From an optimization exercise on the open Yosys and OpenROAD flow, aimed at small area, a short achievable clock period and few clock cycles; shortcuts taken in it are not production practice. At most, simulation tests tie the RTL to the original design; equivalence was not proved. Power is estimated from default activity; no workload was simulated.

==> flow/design.v <==
`timescale 1ns / 1ps
package dfr_pkg;
    localparam int unsigned MIN_FRAME_BYTES = 1 + 4 + 1 + 2 + 4;
    localparam int unsigned HEADER_BYTES    = 8;
    localparam int unsigned MIC_BYTES       = 4;
    localparam logic [31:0] CRC_INIT     = 32'hFFFF_FFFF;
    localparam logic [31:0] CRC_POLY     = 32'hEDB8_8320;
    localparam logic [7:0]  FOPTS_MASK   = 8'h0F;
    localparam logic [7:0]  VERSION_MASK = 8'h03;
    typedef enum logic [1:0] {
        KIND_OPTION  = 2'd0,
        KIND_PAYLOAD = 2'd1,
        KIND_SUMMARY = 2'd2
    } kind_t;
    typedef enum logic [2:0] {
        ST_OK       = 3'd0,
        ST_SHORT    = 3'd1,
        ST_MISMATCH = 3'd2,
        ST_OVERRUN  = 3'd3,
        ST_TOO_LONG = 3'd4
    } status_t;
    typedef struct packed {
        kind_t       kind;
        logic [7:0]  byte_value;
        status_t     status;
        logic [2:0]  message_type;
        logic [1:0]  major_version;
        logic [31:0] device_address;
        logic [7:0]  frame_control;
        logic [15:0] frame_counter;
        logic [7:0]  payload_length;
        logic        last_of_run;
    } result_t;
    localparam int unsigned RESULT_W = 2 + 8 + 3 + 3 + 2 + 32 + 8 + 16 + 8 + 1;
    typedef struct packed {
        logic    byte_valid;
        logic    sum_valid;
        result_t byte_res;
        result_t sum_res;
    } push_t;
endpackage
`timescale 1ns / 1ps
`timescale 1ns / 1ps
`timescale 1ns / 1ps
module mac_frame_deframer_crc32 (
    input  logic        clk,
    input  logic        rst_n,
    input  logic        in_valid,
    output logic        in_ready,
    input  logic [7:0]  in_data,
    input  logic        in_eof,
    output logic        out_valid,
    input  logic        out_ready,
    output logic [1:0]  out_kind,
    output logic [7:0]  out_byte_value,
    output logic [2:0]  out_status,
    output logic [2:0]  out_message_type,
    output logic [1:0]  out_major_version,
    output logic [31:0] out_device_address,
    output logic [7:0]  out_frame_control,
    output logic [15:0] out_frame_counter,
    output logic [7:0]  out_payload_length,
    output logic        out_last_of_run
);
    localparam logic [31:0] CRC_POLY    = 32'hEDB8_8320;
    localparam logic [31:0] CRC_RESIDUE = 32'hDEBB_20E3;
    localparam logic [2:0] ST_OK = 3'd0, ST_SHORT = 3'd1, ST_MISMATCH = 3'd2,
                           ST_OVERRUN = 3'd3, ST_TOO_LONG = 3'd4;
    function automatic [31:0] crc32_byte(input [31:0] crc_in, input [7:0] data);
        integer k;
        begin
            crc32_byte = crc_in ^ {24'd0, data};
            for (k = 0; k < 8; k = k + 1)
            begin
                if (crc32_byte[0])
                    crc32_byte = (crc32_byte >> 1) ^ CRC_POLY;
                else
                    crc32_byte = crc32_byte >> 1;
            end
        end
    endfunction
    logic        rdy;                   
    logic        ov;                    
    logic        gs;                    
    logic [7:0]  g_n;                   
    logic [7:0]  dl0, dl1, dl2, dl3;    
    logic        fresh;                 
    logic        first;                 
    logic        first_n;               
    logic        hcap;                  
    logic        body;                  
    logic        rb;                    
    logic        rl;                    
    logic [7:0]  cnt;                   
    logic [31:0] crc;
    logic [7:0]  hdr0_n, hdr5_n;
    logic [31:0] hdr_addr_n;
    logic [15:0] hdr_cnt_n;
    logic [3:0]  nopt;
    logic       r_v, r_pay, r_lor;
    logic [7:0] r_byte;
    logic       k_v, k_pay, k_lor;
    logic [7:0] k_byte;
    logic       sp1, sp2, sv, q2;
    logic       s_ovr;
    logic [2:0] s_status;
    logic [7:0] s_plen;
    logic [3:0] s_vc;                   
    logic       take, push, pop_r, pop_s, eof_t, busy, load_s, load_q;
    logic       r_v_n, k_v_n, sp1_n, sv_n, q2_n, ge3_n, rdy_n, body_n;
    logic [4:0] optlim;
    logic       pay;
    assign take   = in_valid && rdy;
    assign eof_t  = take && in_eof;
    assign push   = in_valid && rb;
    assign nopt   = ~hdr5_n[3:0];
    assign optlim = 5'd12 + {1'b0, nopt};
    assign pay    = {3'd0, optlim} <= cnt;
    assign pop_r  = out_ready && r_v;
    assign pop_s  = out_ready && !r_v && sv;
    assign busy   = sp1 || sp2 || sv || q2;
    assign load_s = in_valid && in_eof && rl;
    assign load_q = q2 && !sp1 && !sp2 && !sv;
    assign r_v_n = k_v || push || (r_v && !out_ready);
    assign k_v_n = r_v && !out_ready && (k_v || push);
    assign sp1_n = load_s;
    assign sv_n  = sp2 || load_q || (sv && !pop_s);
    assign q2_n  = (q2 && !load_q) || (eof_t && busy);
    assign rdy_n  = !k_v_n && !((sp1_n || sp1 || sv_n || q2_n) && (ge3_n || q2_n));
    assign body_n = take ? (!in_eof && (cnt >= 8'd11) && (cnt <= 8'd253)) : body;
    assign ge3_n = take ? (!in_eof && (cnt >= 8'd2)) : (cnt >= 8'd3);
    always_ff @(posedge clk or negedge rst_n)
    begin
        if (!rst_n)
        begin
            rdy   <= 1'b0;
            rb    <= 1'b0;
            rl    <= 1'b0;
            ov    <= 1'b0;
            r_v   <= 1'b0;
            k_v   <= 1'b0;
            sp1   <= 1'b0;
            sp2   <= 1'b0;
            sv    <= 1'b0;
            q2    <= 1'b0;
            cnt   <= 8'd0;
            fresh <= 1'b0;
            first <= 1'b0;
            first_n <= 1'b1;
            hcap  <= 1'b0;
            body  <= 1'b0;
        end
        else
        begin
            rdy   <= rdy_n;
            rb    <= !k_v_n && body_n;
            rl    <= !k_v_n && !(sp1_n || sp1 || sv_n || q2_n);
            ov    <= r_v_n || sv_n;
            r_v   <= r_v_n;
            k_v   <= k_v_n;
            sp1   <= sp1_n;
            sp2   <= sp1;
            sv    <= sv_n;
            q2    <= q2_n;
            fresh <= take;
            if (take)
            begin
                first <= !in_eof && (cnt == 8'd0);
                first_n <= !(!in_eof && (cnt == 8'd0));
                hcap  <= !in_eof && (cnt >= 8'd3) && (cnt <= 8'd10);
                body  <= body_n;
                if (in_eof)
                    cnt <= 8'd0;
                else if (cnt != 8'd255)
                    cnt <= cnt + 8'd1;
            end
            else
                hcap <= 1'b0;
        end
    end
    always_ff @(posedge clk)
    begin
        gs <= !r_v_n;
        for (int i = 0; i < 8; i++)
            g_n[i] <= !(!r_v_n && !load_q && (s_vc > 4'(i)));
    end
    always_ff @(posedge clk)
    begin
        if (take)
        begin
            dl0 <= dl1;
            dl1 <= dl2;
            dl2 <= dl3;
            dl3 <= in_data;
        end
    end
    always_ff @(posedge clk)
    begin
        if (fresh)
        begin
            crc <= crc32_byte(crc | {{16{!first_n}}, {16{first}}}, dl3);
        end
        if (hcap)
        begin
            case (cnt[2:0])
                3'd4: hdr0_n <= ~dl0;
                3'd5: hdr_addr_n[7:0] <= ~dl0;
                3'd6: hdr_addr_n[15:8] <= ~dl0;
                3'd7: hdr_addr_n[23:16] <= ~dl0;
                3'd0: hdr_addr_n[31:24] <= ~dl0;
                3'd1: hdr5_n <= ~dl0;
                3'd2: hdr_cnt_n[7:0] <= ~dl0;
                default: hdr_cnt_n[15:8] <= ~dl0;
            endcase
        end
    end
    always_ff @(posedge clk)
    begin
        if (!r_v || out_ready)
        begin
            if (k_v)
            begin
                r_pay  <= k_pay;
                r_lor  <= k_lor;
                r_byte <= k_byte;
            end
            else if (rb)
            begin
                r_pay  <= pay;
                r_lor  <= !in_eof;
                r_byte <= dl0;
            end
            else
            begin
                r_pay  <= 1'b0;
                r_lor  <= 1'b1;
                r_byte <= 8'd0;
            end
        end
        if (!k_v)
        begin
            k_pay  <= pay;
            k_lor  <= !in_eof;
            k_byte <= dl0;
        end
    end
    logic       mm;
    logic [8:0] plen_d;                 
    assign mm     = crc != CRC_RESIDUE;
    assign plen_d = {1'b0, s_plen} - {5'd0, nopt};
    always_ff @(posedge clk)
    begin
        if (load_s || load_q)
        begin
            s_vc  <= load_q ? 4'd0 :
                     (cnt >= 8'd11) ? 4'd8 : (cnt >= 8'd4) ? 4'(cnt - 8'd3) : 4'd0;
        end
        if (sp1)
            s_ovr <= plen_d[8];
        if (load_s || load_q || sp2)
        begin
            if (load_q)
                s_status <= ST_SHORT;
            else if (sp2)
            begin
                if (s_status == ST_OK)
                    s_status <= mm ? ST_MISMATCH : s_ovr ? ST_OVERRUN : ST_OK;
            end
            else if (cnt == 8'd255)
                s_status <= ST_TOO_LONG;
            else if (cnt < 8'd11)
                s_status <= ST_SHORT;
            else
                s_status <= ST_OK;
        end
        if (load_s || load_q || sp1 || sp2)
        begin
            if (load_q)
                s_plen <= 8'd0;
            else if (sp2)
                s_plen <= s_plen & {8{!(mm || s_ovr)}};
            else if (sp1)
                s_plen <= (s_status == ST_OK) ? plen_d[7:0] : 8'd0;
            else
                s_plen <= cnt - 8'd11;
        end
    end
    assign in_ready           = rdy;
    assign out_valid          = ov;
    assign out_kind           = {gs, r_pay};
    assign out_byte_value     = r_byte;
    assign out_last_of_run    = r_lor;
    assign out_status         = s_status & {3{gs}};
    assign out_payload_length = s_plen & ~g_n;
    assign out_message_type   = ~(hdr0_n[7:5] | {3{g_n[0]}});
    assign out_major_version  = ~(hdr0_n[1:0] | {2{g_n[0]}});
    assign out_device_address = ~(hdr_addr_n | {{8{g_n[4]}}, {8{g_n[3]}}, {8{g_n[2]}}, {8{g_n[1]}}});
    assign out_frame_control  = ~(hdr5_n | {8{g_n[5]}});
    assign out_frame_counter  = ~(hdr_cnt_n | {{8{g_n[7]}}, {8{g_n[6]}}});
endmodule
export LEC_CHECK = 0
export CAP_MARGIN = 20
export CORE_MARGIN = 2
export CORE_UTILIZATION = 60
export CTS_BUF_LIST = sky130_fd_sc_hd__clkbuf_4 sky130_fd_sc_hd__clkbuf_8
export GPL_ROUTABILITY_DRIVEN = 1
export PLACE_DENSITY = 0.75
export SETUP_SLACK_MARGIN = 2.75
export SLEW_MARGIN = 20
create_clock -name core_clock -period 5.0 [get_ports {clk}]
standard.sh (not shown) runs the stock make flow with config.mk's settings and CLKGATE_MAP_FILE= SYNTH_SCRIPT=/design/flow/synth_recipe.tcl, a recipe that flattens the netlist after the stock synthesis.
==> flow/flow/run.sh <==
#!/bin/bash
# The standard layout, with the smallest buffer on each port and no dummy
# loads in the clock tree.
set -euo pipefail
export BUFFER_PORTS_ARGS="-buffer_cell sky130_fd_sc_hd__buf_1"
export CTS_ARGS="-sink_clustering_enable -repair_clock_nets -dont_use_dummy_load -buf_list {sky130_fd_sc_hd__clkbuf_4 sky130_fd_sc_hd__clkbuf_8}"
bash standard.sh > standard_flow.log 2>&1
Change:
--- a/flow/design.v
+++ b/flow/design.v
@@ -84,8 +84,8 @@
     logic        gs;                    
     logic [7:0]  g_n;                   
+    logic        gp;                    
     logic [7:0]  dl0, dl1, dl2, dl3;    
     logic        fresh;                 
     logic        first;                 
-    logic        first_n;               
     logic        hcap;                  
     logic        body;                  
@@ -103,4 +103,5 @@
     logic [7:0] k_byte;
     logic       sp1, sp2, sv, q2;
+    logic       s_chk;                  
     logic       s_ovr;
     logic [2:0] s_status;
@@ -147,5 +148,4 @@
             fresh <= 1'b0;
             first <= 1'b0;
-            first_n <= 1'b1;
             hcap  <= 1'b0;
             body  <= 1'b0;
@@ -154,6 +154,6 @@
         begin
             rdy   <= rdy_n;
-            rb    <= !k_v_n && body_n;
-            rl    <= !k_v_n && !(sp1_n || sp1 || sv_n || q2_n);
+            rb    <= rdy_n && body_n;
+            rl    <= rdy_n && !(sp1_n || sp1 || sv_n || q2_n);
             ov    <= r_v_n || sv_n;
             r_v   <= r_v_n;
@@ -167,5 +167,4 @@
             begin
                 first <= !in_eof && (cnt == 8'd0);
-                first_n <= !(!in_eof && (cnt == 8'd0));
                 hcap  <= !in_eof && (cnt >= 8'd3) && (cnt <= 8'd10);
                 body  <= body_n;
@@ -184,4 +183,5 @@
         for (int i = 0; i < 8; i++)
             g_n[i] <= !(!r_v_n && !load_q && (s_vc > 4'(i)));
+        gp <= !r_v_n && !load_q && s_vc[3];
     end
     always_ff @(posedge clk)
@@ -199,5 +199,5 @@
         if (fresh)
         begin
-            crc <= crc32_byte(crc | {{16{!first_n}}, {16{first}}}, dl3);
+            crc <= crc32_byte(crc | {32{first}}, dl3);
         end
         if (hcap)
@@ -255,16 +255,14 @@
             s_vc  <= load_q ? 4'd0 :
                      (cnt >= 8'd11) ? 4'd8 : (cnt >= 8'd4) ? 4'(cnt - 8'd3) : 4'd0;
+            s_chk <= !load_q && (cnt != 8'd255) && (cnt >= 8'd11);
         end
         if (sp1)
             s_ovr <= plen_d[8];
-        if (load_s || load_q || sp2)
+        if (load_s || load_q || (sp2 && s_chk && (mm || s_ovr)))
         begin
             if (load_q)
                 s_status <= ST_SHORT;
             else if (sp2)
-            begin
-                if (s_status == ST_OK)
-                    s_status <= mm ? ST_MISMATCH : s_ovr ? ST_OVERRUN : ST_OK;
-            end
+                s_status <= mm ? ST_MISMATCH : ST_OVERRUN;
             else if (cnt == 8'd255)
                 s_status <= ST_TOO_LONG;
@@ -274,12 +272,10 @@
                 s_status <= ST_OK;
         end
-        if (load_s || load_q || sp1 || sp2)
-        begin
-            if (load_q)
+        if (load_s || load_q || sp1 || (sp2 && s_chk && (mm || s_ovr)))
+        begin
+            if (load_q || sp2)
                 s_plen <= 8'd0;
-            else if (sp2)
-                s_plen <= s_plen & {8{!(mm || s_ovr)}};
             else if (sp1)
-                s_plen <= (s_status == ST_OK) ? plen_d[7:0] : 8'd0;
+                s_plen <= s_chk ? plen_d[7:0] : 8'd0;
             else
                 s_plen <= cnt - 8'd11;
@@ -292,5 +288,5 @@
     assign out_last_of_run    = r_lor;
     assign out_status         = s_status & {3{gs}};
-    assign out_payload_length = s_plen & ~g_n;
+    assign out_payload_length = s_plen & {8{gp}};
     assign out_message_type   = ~(hdr0_n[7:5] | {3{g_n[0]}});
     assign out_major_version  = ~(hdr0_n[1:0] | {2{g_n[0]}});
The changed run finished with timing, DRC and antenna clean.
Global-route usage drops by 1.6 points.
Flip-flop and latch count went up by 1.
Wire length shrinks slightly.
Area after synthesis rose slightly.
Register-to-register slack improved by 180 ps.
Count of clock-buffer cells in the layout stays the same.
Final area came out higher slightly.
Non-clock buffer count goes up by 11.
Critical path depth goes down by 7.
Combinational power grows slightly.
Worst hold slack is better by 14 ps.
Sequential share of layout area hardly moves.
Via count came out higher by a few percent.
Testbench counts after the change, summed over its fixed seeds: cycles 71,984.
Only the layout flow was run in the first run of this note; the RTL was not checked for function there.

---

08-25:
RTL: the design.v shown in full above, as it stands there.
export LEC_CHECK = 0
export CAP_MARGIN = 20
export CORE_MARGIN = 2
export CORE_UTILIZATION = 60
export CTS_BUF_LIST = sky130_fd_sc_hd__clkbuf_4 sky130_fd_sc_hd__clkbuf_8
export GPL_ROUTABILITY_DRIVEN = 1
export PLACE_DENSITY = 0.75
export SETUP_SLACK_MARGIN = 2.6
export SLEW_MARGIN = 20
create_clock -name core_clock -period 5.0 [get_ports {clk}]
Scripts as last shown in full above: flow/flow/run.sh
The following lists how 06-04 was set up differently from 08-25:
-- flow/design.v --
<<< 08-25, line 87
    logic        fresh;                 
    logic        first;                 
    logic        first_n;               
    logic        hcap;                  
    logic        body;                  
>>> 06-04, line 87
    logic        fresh;                 
    logic        first;                 
    logic        hcap;                  
    logic        body;                  
<<< 08-25, line 103
    logic [7:0] k_byte;
    logic       sp1, sp2, sv, q2;
    logic       s_ovr;
    logic [2:0] s_status;
>>> 06-04, line 102
    logic [7:0] k_byte;
    logic       sp1, sp2, sv, q2;
    logic       s_chk;                  
    logic       s_ovr;
    logic [2:0] s_status;
<<< 08-25, line 147
            fresh <= 1'b0;
            first <= 1'b0;
            first_n <= 1'b1;
            hcap  <= 1'b0;
            body  <= 1'b0;
>>> 06-04, line 147
            fresh <= 1'b0;
            first <= 1'b0;
            hcap  <= 1'b0;
            body  <= 1'b0;
<<< 08-25, line 154
        begin
            rdy   <= rdy_n;
            rb    <= !k_v_n && body_n;
            rl    <= !k_v_n && !(sp1_n || sp1 || sv_n || q2_n);
            ov    <= r_v_n || sv_n;
            r_v   <= r_v_n;
>>> 06-04, line 153
        begin
            rdy   <= rdy_n;
            rb    <= rdy_n && body_n;
            rl    <= rdy_n && !(sp1_n || sp1 || sv_n || q2_n);
            ov    <= r_v_n || sv_n;
            r_v   <= r_v_n;
<<< 08-25, line 167
            begin
                first <= !in_eof && (cnt == 8'd0);
                first_n <= !(!in_eof && (cnt == 8'd0));
                hcap  <= !in_eof && (cnt >= 8'd3) && (cnt <= 8'd10);
                body  <= body_n;
>>> 06-04, line 166
            begin
                first <= !in_eof && (cnt == 8'd0);
                hcap  <= !in_eof && (cnt >= 8'd3) && (cnt <= 8'd10);
                body  <= body_n;
<<< 08-25, line 199
        if (fresh)
        begin
            crc <= crc32_byte(crc | {{16{!first_n}}, {16{first}}}, dl3);
        end
        if (hcap)
>>> 06-04, line 197
        if (fresh)
        begin
            crc <= crc32_byte(crc | {32{first}}, dl3);
        end
        if (hcap)
<<< 08-25, line 255
            s_vc  <= load_q ? 4'd0 :
                     (cnt >= 8'd11) ? 4'd8 : (cnt >= 8'd4) ? 4'(cnt - 8'd3) : 4'd0;
        end
        if (sp1)
            s_ovr <= plen_d[8];
        if (load_s || load_q || sp2)
        begin
            if (load_q)
                s_status <= ST_SHORT;
            else if (sp2)
            begin
                if (s_status == ST_OK)
                    s_status <= mm ? ST_MISMATCH : s_ovr ? ST_OVERRUN : ST_OK;
            end
            else if (cnt == 8'd255)
                s_status <= ST_TOO_LONG;
>>> 06-04, line 253
            s_vc  <= load_q ? 4'd0 :
                     (cnt >= 8'd11) ? 4'd8 : (cnt >= 8'd4) ? 4'(cnt - 8'd3) : 4'd0;
            s_chk <= !load_q && (cnt != 8'd255) && (cnt >= 8'd11);
        end
        if (sp1)
            s_ovr <= plen_d[8];
        if (load_s || load_q || (sp2 && s_chk && (mm || s_ovr)))
        begin
            if (load_q)
                s_status <= ST_SHORT;
            else if (sp2)
                s_status <= mm ? ST_MISMATCH : ST_OVERRUN;
            else if (cnt == 8'd255)
                s_status <= ST_TOO_LONG;
<<< 08-25, line 274
                s_status <= ST_OK;
        end
        if (load_s || load_q || sp1 || sp2)
        begin
            if (load_q)
                s_plen <= 8'd0;
            else if (sp2)
                s_plen <= s_plen & {8{!(mm || s_ovr)}};
            else if (sp1)
                s_plen <= (s_status == ST_OK) ? plen_d[7:0] : 8'd0;
            else
                s_plen <= cnt - 8'd11;
>>> 06-04, line 270
                s_status <= ST_OK;
        end
        if (load_s || load_q || sp1 || (sp2 && s_chk && (mm || s_ovr)))
        begin
            if (load_q || sp2)
                s_plen <= 8'd0;
            else if (sp1)
                s_plen <= s_chk ? plen_d[7:0] : 8'd0;
            else
                s_plen <= cnt - 8'd11;
08-25 and 06-04 ended up with roughly the same sequential share of layout area. The share of the core filled with cells in the final layout was comparable across 08-25 and 06-04. Summary: with 08-25 as the reference, non-clock inverter instance count of the final layout in 06-04 moved up by a few percent. The sum of routed wire length over all layers in 06-04 was higher than what 08-25 gave. In the reports for 08-25 and 06-04, the smaller fraction of final layout cells with drive strength greater than 1 belongs to 06-04. In the tables for 08-25 and 06-04, worst path arrival time reads higher with 08-25. Proportion of synthesized flip-flops having asynchronous set or reset ends up lower on 06-04. 06-04 against 08-25: critical path depth has decreased; achievable frequency has increased; post-layout instance area has remained practically unchanged; share of cell area taken by multi-input logic gates has remained practically unchanged. Delta (06-04 minus 08-25): cell count grew by about 2.5%; combined buffer and inverter count along the critical path shrank by 1.
Testbench counts of 06-04, summed over its fixed seeds: cycles 71,984.
Function not checked in 08-25: the RTL went through the layout flow alone.

==> separate check: timing with driven ports <==
How much do the figures lean on ideal ports? The routed layouts below were timed once more, with nothing changed but the port constraints.
Step 1 assumes that a clkbuf_16 drives the clock port and a buf_2 every other input.
Step 2 adds t to the input delays and takes it off the output delays; t is the mean of the earliest and latest rising clock arrival at the registers after step 1. Input paths then give back, and output paths get back, about the clock's delay inside the block.
Slacks: no drivers / after step 1 / after step 2; pairs: no drivers / after step 1.
run | t, ns | setup slack, ns | worst setup path at the end | pins driven straight from the clock port
the first run of note 1 | 0.497 | 2.648 / 2.648 / 2.353 | input to register | 1
the second run of note 1 | 0.479 | 2.813 / 2.775 / 2.422 | input to register | 1
08-25 | 0.489 | 2.657 / 2.646 / 2.490 | input to register | 1
06-04 | 0.484 | 2.705 / 2.668 / 2.316 | input to register | 1
After both steps every run listed still meets setup and hold. For the second run of note 1, which loses most, drivers alone change the setup slack by -0.038 ns; drivers and shift together by -0.391 ns.
